Context: an optimization exercise on an open-source flow, tuned for small area, a short achievable clock period and few clock cycles per item. The choices shown serve that exercise and are no tape-out recipe.
Only simulation tests tie the RTL to the original design; equivalence was not proved.
No activity file was given, so power comes from the tool's default toggle rates.

==> flow/config.mk <==
export PLATFORM = sky130hd
export DESIGN_NAME = lsu_top
export DESIGN_NICKNAME = lsu_top
export VERILOG_FILES = /design/flow/design.v
export SDC_FILE = /design/flow/constraint.sdc
export NUM_CORES = 4
export LEC_CHECK = 0
export CAP_MARGIN = 20
export CORE_MARGIN = 2
export CORE_UTILIZATION = 40
export SLEW_MARGIN = 20
==> flow/design.v <==
package lsu_pkg;
    localparam int ADDR_W   = 32;
    localparam int XLEN     = 32;
    localparam int MEM_W    = 64;
    localparam int STRB_W   = 8;
    localparam int SQ_DEPTH = 4;
    localparam int SQ_PTR_W = 2;
    localparam int TAG_W    = 5;
    typedef enum logic [3:0] {
        LB  = 4'd0,
        LBU = 4'd1,
        LH  = 4'd2,
        LHU = 4'd3,
        LW  = 4'd4,
        SB  = 4'd5,
        SH  = 4'd6,
        SW  = 4'd7
    } lsu_op_e;
    typedef enum logic [1:0] {
        BYTE = 2'd0,
        HALF = 2'd1,
        WORD = 2'd2
    } mem_size_e;
    typedef enum logic [1:0] {
        IDLE = 2'd0,
        REQ  = 2'd1,
        WAIT = 2'd2
    } mem_state_e;
    function automatic logic [XLEN/8-1:0] byte_mask(input mem_size_e size,
                                                    input logic [1:0] lo);
        unique case (size)
            2'd0:    byte_mask = 4'b0001 << lo;
            2'd1:    byte_mask = 4'b0011 << {lo[1], 1'b0};
            default: byte_mask = 4'b1111;
        endcase
    endfunction
endpackage
module lsu_top (
    input  logic                        clk,
    input  logic                        rst_n,
    input  logic                        issue_valid,
    output logic                        issue_ready,
    input  lsu_pkg::lsu_op_e            op,
    input  logic [lsu_pkg::ADDR_W-1:0]  base,
    input  logic [lsu_pkg::ADDR_W-1:0]  offset,
    input  logic [lsu_pkg::XLEN-1:0]    store_data,
    input  logic [lsu_pkg::TAG_W-1:0]   tag,
    input  logic                        commit,
    output logic                        wb_valid,
    input  logic                        wb_ready,
    output logic [lsu_pkg::TAG_W-1:0]   wb_tag,
    output logic [lsu_pkg::XLEN-1:0]    wb_data,
    output logic                        mem_req_valid,
    input  logic                        mem_req_ready,
    output logic                        mem_req_write,
    output logic [lsu_pkg::ADDR_W-1:0]  mem_req_addr,
    output logic [lsu_pkg::MEM_W-1:0]   mem_req_wdata,
    output logic [lsu_pkg::STRB_W-1:0]  mem_req_wstrb,
    input  logic                        mem_resp_valid,
    input  logic [lsu_pkg::MEM_W-1:0]   mem_resp_data
);
    localparam int SQN = 4;    
    localparam int LQN = 4;    
    localparam int RTN = 4;    
    logic        a_v;
    logic [2:0]  a_op;
    logic [31:0] a_base, a_off, a_data;
    logic [4:0]  a_tag;
    logic        b_v, b_st, b_uns;
    logic [1:0]  b_size;
    logic [3:0]  b_mask;
    logic [31:0] b_addr, b_data;
    logic [4:0]  b_tag;
    logic [SQN-1:0] sq_v;
    logic [29:0]    sq_a [SQN];
    logic [31:0]    sq_d [SQN];
    logic [3:0]     sq_m [SQN];
    logic [3:0]     n_unc, n_cmt;
    logic [LQN-1:0] lq_v, lq_rdy;
    logic [4:0]     lq_tag [LQN];
    logic [2:0]     lq_lo  [LQN];
    logic [1:0]     lq_size[LQN];
    logic [LQN-1:0] lq_uns;
    logic [3:0]     lq_hit [LQN];
    logic [31:0]    lq_d   [LQN];
    logic        req_v, req_w, req_a2;
    logic [28:0] req_a;
    logic [31:0] req_d;
    logic [7:0]  req_s;
    logic        raq_v;
    logic [29:0] raq_a;
    logic [RTN-1:0] rt_v, rt_w, rt_a2;
    logic        rsp_v;
    logic [31:0] rsp_d;
    logic b_go, a_go, fire, a_is_st;
    logic b_full_hit, b_ld_mem_go, req_free, wr_load;
    logic [3:0]  b_hit;
    logic [31:0] b_fwd;
    assign b_go        = b_v && (b_st ? !sq_v[SQN-1] : (!lq_v[LQN-1] && !raq_v));
    assign a_go        = a_v && (!b_v || b_go);
    assign issue_ready = !a_v || !b_v || b_go;
    assign fire        = issue_valid && issue_ready;
    assign a_is_st     = op[2] && (op[1] || op[0]);
    always_ff @(posedge clk or negedge rst_n) begin
        if (!rst_n) a_v <= 1'b0;
        else if (fire) a_v <= 1'b1;
        else if (a_go) a_v <= 1'b0;
    end
    always_ff @(posedge clk) begin
        if (fire) begin
            a_op   <= op[2:0];
            a_base <= base;
            a_off  <= offset;
            a_data <= store_data;
            a_tag  <= tag;
        end
    end
    logic [31:0] a_addr;
    logic        a_st, a_uns;
    logic [1:0]  a_size;
    logic [3:0]  a_mask;
    assign a_addr = a_base + a_off;
    assign a_st   = a_op[2] && (a_op[1] || a_op[0]);
    assign a_uns  = !a_op[2] && a_op[0];
    always_comb begin
        unique case (a_op)
            3'd0, 3'd1, 3'd5: a_size = 2'd0;
            3'd2, 3'd3, 3'd6: a_size = 2'd1;
            default:          a_size = 2'd2;
        endcase
        unique case (a_size)
            2'd0:    a_mask = 4'b0001 << a_addr[1:0];
            2'd1:    a_mask = a_addr[1] ? 4'b1100 : 4'b0011;
            default: a_mask = 4'b1111;
        endcase
    end
    always_ff @(posedge clk or negedge rst_n) begin
        if (!rst_n) b_v <= 1'b0;
        else if (a_go) b_v <= 1'b1;
        else if (b_go) b_v <= 1'b0;
    end
    always_ff @(posedge clk) begin
        if (a_go) begin
            b_st   <= a_st;
            b_uns  <= a_uns;
            b_size <= a_size;
            b_mask <= a_mask;
            b_addr <= a_addr;
            b_data <= a_data << {a_addr[1:0], 3'b000};
            b_tag  <= a_tag;
        end
    end
    logic st_acc, cmt_ok;
    assign st_acc = fire && a_is_st;
    assign cmt_ok = commit && (n_unc != 4'd0);
    always_ff @(posedge clk or negedge rst_n) begin
        if (!rst_n) begin
            n_unc <= '0;
            n_cmt <= '0;
        end else begin
            n_unc <= n_unc + {3'b0, st_acc} - {3'b0, cmt_ok};
            n_cmt <= n_cmt + {3'b0, cmt_ok} - {3'b0, wr_load};
        end
    end
    always_comb begin
        b_hit = '0;
        b_fwd = '0;
        for (int i = 0; i < SQN; i++) begin
            if (sq_v[i] && (sq_a[i] == b_addr[31:2])) begin
                for (int k = 0; k < 4; k++) begin
                    if (sq_m[i][k] && b_mask[k]) begin
                        b_hit[k]       = 1'b1;
                        b_fwd[k*8 +: 8] = sq_d[i][k*8 +: 8];
                    end
                end
            end
        end
    end
    assign b_full_hit  = (b_hit == b_mask);
    assign b_ld_mem_go = b_v && !b_st && b_go && !b_full_hit;
    assign req_free = !req_v || mem_req_ready;
    assign wr_load  = req_free && !raq_v && !b_ld_mem_go && sq_v[0] && (n_cmt != 4'd0);
    always_ff @(posedge clk or negedge rst_n) begin
        if (!rst_n) begin
            req_v <= 1'b0;
            raq_v <= 1'b0;
        end else begin
            if (req_free) req_v <= raq_v || b_ld_mem_go || wr_load;
            if (b_ld_mem_go && !req_free) raq_v <= 1'b1;
            else if (req_free) raq_v <= 1'b0;
        end
    end
    always_ff @(posedge clk) begin
        if (req_free) begin
            if (raq_v) begin
                req_w  <= 1'b0;
                req_a  <= raq_a[29:1];
                req_a2 <= raq_a[0];
            end else if (b_ld_mem_go) begin
                req_w  <= 1'b0;
                req_a  <= b_addr[31:3];
                req_a2 <= b_addr[2];
            end else begin
                req_w  <= 1'b1;
                req_a  <= sq_a[0][29:1];
                req_a2 <= sq_a[0][0];
            end
            req_d <= sq_d[0];
            req_s <= sq_a[0][0] ? {sq_m[0], 4'b0000} : {4'b0000, sq_m[0]};
        end
        if (b_ld_mem_go && !req_free) raq_a <= b_addr[31:2];
    end
    assign mem_req_valid = req_v;
    assign mem_req_write = req_w;
    assign mem_req_addr  = {req_a, 3'b000};
    assign mem_req_wdata = {req_d, req_d};
    assign mem_req_wstrb = req_s;
    logic           sq_push;
    logic [SQN-1:0] sq_vn;
    logic [29:0]    sq_an [SQN];
    logic [31:0]    sq_dn [SQN];
    logic [3:0]     sq_mn [SQN];
    assign sq_push = b_v && b_st && b_go;
    always_comb begin
        logic done;
        for (int i = 0; i < SQN; i++) begin
            if (wr_load) begin
                sq_vn[i] = (i < SQN-1) ? sq_v[(i+1)%SQN] : 1'b0;
                sq_an[i] = sq_a[(i+1)%SQN];
                sq_dn[i] = sq_d[(i+1)%SQN];
                sq_mn[i] = sq_m[(i+1)%SQN];
            end else begin
                sq_vn[i] = sq_v[i];
                sq_an[i] = sq_a[i];
                sq_dn[i] = sq_d[i];
                sq_mn[i] = sq_m[i];
            end
        end
        done = 1'b0;
        for (int i = 0; i < SQN; i++) begin
            if (sq_push && !sq_vn[i] && !done) begin
                done     = 1'b1;
                sq_vn[i] = 1'b1;
                sq_an[i] = b_addr[31:2];
                sq_dn[i] = b_data;
                sq_mn[i] = b_mask;
            end
        end
    end
    always_ff @(posedge clk or negedge rst_n) begin
        if (!rst_n) sq_v <= '0;
        else        sq_v <= sq_vn;
    end
    always_ff @(posedge clk) begin
        for (int i = 0; i < SQN; i++) begin
            sq_a[i] <= sq_an[i];
            sq_d[i] <= sq_dn[i];
            sq_m[i] <= sq_mn[i];
        end
    end
    logic           req_acc;
    logic [RTN-1:0] rt_vn, rt_wn, rt_a2n;
    assign req_acc = req_v && mem_req_ready;
    always_comb begin
        logic done;
        for (int i = 0; i < RTN; i++) begin
            if (mem_resp_valid) begin
                rt_vn[i]  = (i < RTN-1) ? rt_v[(i+1)%RTN] : 1'b0;
                rt_wn[i]  = rt_w[(i+1)%RTN];
                rt_a2n[i] = rt_a2[(i+1)%RTN];
            end else begin
                rt_vn[i]  = rt_v[i];
                rt_wn[i]  = rt_w[i];
                rt_a2n[i] = rt_a2[i];
            end
        end
        done = 1'b0;
        for (int i = 0; i < RTN; i++) begin
            if (req_acc && !rt_vn[i] && !done) begin
                done      = 1'b1;
                rt_vn[i]  = 1'b1;
                rt_wn[i]  = req_w;
                rt_a2n[i] = req_a2;
            end
        end
    end
    always_ff @(posedge clk or negedge rst_n) begin
        if (!rst_n) begin
            rt_v  <= '0;
            rsp_v <= 1'b0;
        end else begin
            rt_v  <= rt_vn;
            rsp_v <= mem_resp_valid && rt_v[0] && !rt_w[0];
        end
    end
    always_ff @(posedge clk) begin
        rt_w  <= rt_wn;
        rt_a2 <= rt_a2n;
        rsp_d <= rt_a2[0] ? mem_resp_data[63:32] : mem_resp_data[31:0];
    end
    logic [LQN-1:0] m_rdy;
    logic [31:0]    m_d [LQN];
    logic           lq_pop, lq_push;
    always_comb begin
        logic found;
        found = 1'b0;
        for (int i = 0; i < LQN; i++) begin
            m_rdy[i] = lq_rdy[i];
            m_d[i]   = lq_d[i];
            if (rsp_v && lq_v[i] && !lq_rdy[i] && !found) begin
                found    = 1'b1;
                m_rdy[i] = 1'b1;
                for (int k = 0; k < 4; k++)
                    if (!lq_hit[i][k]) m_d[i][k*8 +: 8] = rsp_d[k*8 +: 8];
            end
        end
    end
    assign lq_pop  = lq_v[0] && m_rdy[0] && (!wb_valid || wb_ready);
    assign lq_push = b_v && !b_st && b_go;
    logic [LQN-1:0] lq_vn, lq_rdyn, lq_unsn;
    logic [4:0]     lq_tagn [LQN];
    logic [2:0]     lq_lon  [LQN];
    logic [1:0]     lq_sizen[LQN];
    logic [3:0]     lq_hitn [LQN];
    logic [31:0]    lq_dn   [LQN];
    always_comb begin
        logic done;
        for (int i = 0; i < LQN; i++) begin
            if (lq_pop) begin
                lq_vn[i]    = (i < LQN-1) ? lq_v[(i+1)%LQN] : 1'b0;
                lq_rdyn[i]  = m_rdy[(i+1)%LQN];
                lq_unsn[i]  = lq_uns[(i+1)%LQN];
                lq_tagn[i]  = lq_tag[(i+1)%LQN];
                lq_lon[i]   = lq_lo[(i+1)%LQN];
                lq_sizen[i] = lq_size[(i+1)%LQN];
                lq_hitn[i]  = lq_hit[(i+1)%LQN];
                lq_dn[i]    = m_d[(i+1)%LQN];
            end else begin
                lq_vn[i]    = lq_v[i];
                lq_rdyn[i]  = m_rdy[i];
                lq_unsn[i]  = lq_uns[i];
                lq_tagn[i]  = lq_tag[i];
                lq_lon[i]   = lq_lo[i];
                lq_sizen[i] = lq_size[i];
                lq_hitn[i]  = lq_hit[i];
                lq_dn[i]    = m_d[i];
            end
        end
        done = 1'b0;
        for (int i = 0; i < LQN; i++) begin
            if (lq_push && !lq_vn[i] && !done) begin
                done        = 1'b1;
                lq_vn[i]    = 1'b1;
                lq_rdyn[i]  = b_full_hit;
                lq_unsn[i]  = b_uns;
                lq_tagn[i]  = b_tag;
                lq_lon[i]   = b_addr[2:0];
                lq_sizen[i] = b_size;
                lq_hitn[i]  = b_hit;
                lq_dn[i]    = b_fwd;
            end
        end
    end
    always_ff @(posedge clk or negedge rst_n) begin
        if (!rst_n) begin
            lq_v   <= '0;
            lq_rdy <= '0;
        end else begin
            lq_v   <= lq_vn;
            lq_rdy <= lq_rdyn;
        end
    end
    always_ff @(posedge clk) begin
        lq_uns <= lq_unsn;
        for (int i = 0; i < LQN; i++) begin
            lq_tag[i]  <= lq_tagn[i];
            lq_lo[i]   <= lq_lon[i];
            lq_size[i] <= lq_sizen[i];
            lq_hit[i]  <= lq_hitn[i];
            lq_d[i]    <= lq_dn[i];
        end
    end
    logic [31:0] ext, sh;
    always_comb begin
        sh = m_d[0] >> {lq_lo[0][1:0], 3'b000};
        unique case (lq_size[0])
            2'd0:    ext = lq_uns[0] ? {24'b0, sh[7:0]}  : {{24{sh[7]}}, sh[7:0]};
            2'd1:    ext = lq_uns[0] ? {16'b0, sh[15:0]} : {{16{sh[15]}}, sh[15:0]};
            default: ext = sh;
        endcase
    end
    always_ff @(posedge clk or negedge rst_n) begin
        if (!rst_n) wb_valid <= 1'b0;
        else if (lq_pop) wb_valid <= 1'b1;
        else if (wb_ready) wb_valid <= 1'b0;
    end
    always_ff @(posedge clk) begin
        if (lq_pop) begin
            wb_tag  <= lq_tag[0];
            wb_data <= ext;
        end
    end
endmodule
==> flow/constraint.sdc <==
create_clock -name core_clock -period 8.5 [get_ports {clk}]
set_input_delay 1.7000 -clock core_clock [delete_from_list [all_inputs] [get_ports {clk}]]
set_output_delay 1.7000 -clock core_clock [all_outputs]
set_load 0.01 [all_outputs]
==> flow/run.sh <==
#!/bin/bash
# synth_recipe.tcl (not shown) runs the flow's synth.tcl, then flattens the netlist and writes it again
# the make line also repeats each setting of config.mk as NAME=value (left out here)
make -C /OpenROAD-flow-scripts/flow DESIGN_CONFIG=/design/flow/config.mk WORK_HOME=/design/flow/orfs CLKGATE_MAP_FILE= SYNTH_SCRIPT=/design/flow/synth_recipe.tcl finish
==> run summary <==
==> report_power, final <==
group / leakage, nW / internal (W) / total, W / switching, W
logic: 7.95 / 0.00325 / 0.00746 / 0.00421
clock network: 1.45 / 0.00230 / 0.00396 / 0.00167
registers: 7.89 / 0.00720 / 0.00862 / 0.00142
==> worst max-delay path, cell delays in order (launching register included) <==
cell      delay (ns)
edfxtp_1        0.55
xnor2_1         0.50
nand4_1         0.17
nor4_2          0.90
nand4_1         0.26
nand4b_1        0.34
a41o_2          0.60
a211oi_1        0.22
o21ai_4         0.17
buf_4           0.37
buf_4           0.67
mux2_2          0.41
==> flip-flops by register name (all words and copies together), names as in the netlist, 16 cells and up <==
| register | count |
|---|---|
| req_d | 32 |
| rsp_d | 32 |
| lq_hit | 16 |
| a_data | 32 |
| lq_d | 128 |
| wb_data | 32 |
| sq_a | 120 |
| b_addr | 32 |
| sq_d | 128 |
| req_a | 29 |
| b_data | 32 |
| a_base | 32 |
| sq_m | 16 |
| lq_tag | 20 |
| raq_a | 30 |
| a_off | 32 |
==> routing by layer <==
| layer | GRT usage, % | part of all wire, % |
|---|---|---|
| met5 | 0 | 0.012 |
| met4 | 6.203 | 2.6 |
| met3 | 3.224 | 5.8 |
| met2 | 31.72 | 44 |
| met1 | 30.01 | 47 |
==> Yosys cell counts, types with 8 or more instances <==
cell / number
mux2i_1: 258
a31oi_1: 11
nand2b_1: 11
mux2_4: 18
clkbuf_1: 87
o21ai_0: 150
xor2_1: 10
nor3_1: 8
and2_1: 23
o22a_1: 9
nor2_1: 111
a222oi_1: 8
buf_1: 16
dfrtp_1: 30
a21o_1: 31
nand4_1: 64
nand3_1: 89
o22ai_1: 26
a22oi_1: 16
inv_1: 62
buf_4: 44
buf_2: 45
edfxtp_1: 647
and3_1: 19
nor4_1: 15
ha_1: 41
a211oi_1: 29
or2_2: 8
a31o_2: 10
a21oi_1: 64
nand2_1: 306
xnor2_1: 141
nor2b_1: 19
mux2_2: 384
dfxtp_1: 160
==> cell type report <==
type	count	share of cell area [%]
timing repair buffer	366	7.604
tap	1287	3.440
clock buffer	119	5.447
multi-input combinational	1959	32.10
inverter	66	0.5399
antenna	2	0.01069
sequential	837	49.95
clock inverter	54	0.9114
==> logic make-up after synthesis <==
family | count (synthesis)
flops | 837
simple gates | 698
compound gates | 403
xor+xnor | 151
buf+inv | 265
other cells | 1
fa+ha+maj | 44
mux | 660
==> worst paths after layout <==
path,from,end,slack [ns],cells after the start
max,b_addr[25],sq_d[2][10],2.99,11
min,a_tag[3],b_tag[3],0.42,0
max reg2reg,b_addr[25],sq_d[2][10],2.99,11
min reg2reg,a_tag[3],b_tag[3],0.42,0
max in group asynchronous,rst_n,raq_v,6.88,1
min in group asynchronous,rst_n,rt_v[2],1.09,1
==> metrics by stage <==
step	cell area, µm²	total power [W]	setup WS [ns]
final	46810	0.02005	2.991
after global routing	46810	0.02113	2.857
after CTS	46800	0.02017	3.014
after detailed placement	43820	0.01614	3.030
after global placement	43810	0.01603	3.001
after floorplan	39590	0.01329	1.971
==> metrics.yaml <==
synthesis:
  netlist_instances: 3059
  yosys_register_bits: 837
  yosys_warnings: 18
  postSynth.topFlopCell: "edfxtp_1"
  avgSynthCellArea_um2: 12.94
  synth_compound_area_share_pct: 6.452
  synth_top_area_share_pct: 49.08
  synth_top_area_cell: "edfxtp_1"
  synth_top_family_by_area: "multiplexers"
  ys_seq_area_share_pct: 59.07
  yosysUniqueCellTypes: 69
  muxShareOfSynthArea_pct: 18.13
  syn_area_um2: 39580
  synth_edf_count: 647
  synth_xor_area_share_pct: 3.341
  synthTopCellsByArea: "edfxtp_1 49%, mux2_2 11%, dfxtp_1 8.1%"
  async_flop_share_pct: 3.584
  yosys.area_share.adder_pct: 1.448
  yosys.area_share.simple_pct: 8.342
clock_tree:
  cts_tree: "built"
  cts_hold_repair.buffers: 0
  cts.clk_slew.worst_paths_ns: 0.06
  numClockSinks: 837
  cts_setup_buffers: 0
  clk_latency_ns: 0.67
  numCtsBuffers: 95
  cts_resized: 0
  root_buffer: "clkbuf_16"
  htreeDepth: 3
  cts_buffer_depth: 3
finish:
  register_area_um2: 23380
  fill_cells: 8854
  mostFrequentLayoutCell: "edfxtp_1"
  nets: 3545
  utilization_pct: 47.64
  multi_input_area_um2: 15030
  stdcell_count: 4690
  syn_to_final_growth_pct: 18.27
  drive_above_1_share_pct: 18.49
  final_cell_mix: "647 x edfxtp_1, 384 x mux2_2, 315 x clkdlybuf4s50_1"
routing:
  finalWirelength_um: 107100
  vias: 25376
  first_pass_iters: 6
  drt_iter0_drc: 2128
  ant_nets: 0
  drc: 0
  wire_per_inst_um: 22.83
  viasPerCell: 5.411
floorplan:
  die_area_um2: 101500
  ioPinCount: 321
  die_x_um: 318.6
  initial_core_util_pct: 40.28
  die_y_um: 318.6
  core_area_um2: 98280
  rows: 115
global_route:
  track_usage_pct: 20.64
  grt_overflow: 0
  grt_pass1_wl_um: 158500
  grt_pass1_vias: 24621
  antenna_found_initial: 3
  grt_max_degree: 81
worst_setup_path:
  crit_type: "flip-flop to flip-flop"
  end_kind: "flip-flop"
  arrival_ns: 5.92
  critPathRequiredTime_ns: 8.91
  start_kind: "flip-flop"
  critical_path.max_fanout: 44
timing:
  drv_slew: 0
  fin_worst_skew_ns: 0.02616
  setup_violations: 0
  worstMarginPinSlew_ns: 1.140
  tns_ns: 0
  rsz0062_at_grt: "false"
  whs_ns: 0.4165
  fin_crit_ns: 5.509
  relSlewSlack_pct: 23.74
  final_hold_viol_count: 0
  fin_crit_sh_pct: 64.81
  fmax_mhz: 181.5
status:
  status: "no timing/DRC/antenna violations"
power_and_ir_drop:
  p_leak_nw: 17.28
  ir_drop_v: 0.0002718
  power_density_nw_per_um2: 428.3
flow_run:
  drv_cap: 0
placement:
  gp_congestion: 0.9209
  io_buffer_count: 316
  dp_hpwl_um: 73320
  placed_cells: 4514
hold_path:
  min_path_type: "flip-flop to flip-flop"
Testbench counts, summed over its fixed seeds: cycles 6,086, items 4,800.

-- separate check: timing with driven ports --
The results above use ideal ports. As a check the final layout listed here was re-extracted and re-timed, cells and wires unchanged.
Step 1: set_driving_cell puts a clkbuf_16 on clk and a buf_2 on each other input, an assumption about the parent block.
Step 2 adds t to the input delays and takes it off the output delays; t is the mean of the earliest and latest rising clock arrival at the registers after step 1. Input paths then give back, and output paths get back, about the clock's delay inside the block.
Three values: no drivers, after step 1, after step 2; two values: the first two.
shift t [ns]: 0.726
setup WS [ns]: 2.991 / 2.991 / 2.991
worst hold slack (ns): 0.416 / 0.416 / 0.416
pins driven straight from the clock port: 1
After both steps setup and hold are still met in this run. For this run, drivers alone change the setup slack by 0.000 ns; drivers and shift together by 0.000 ns.
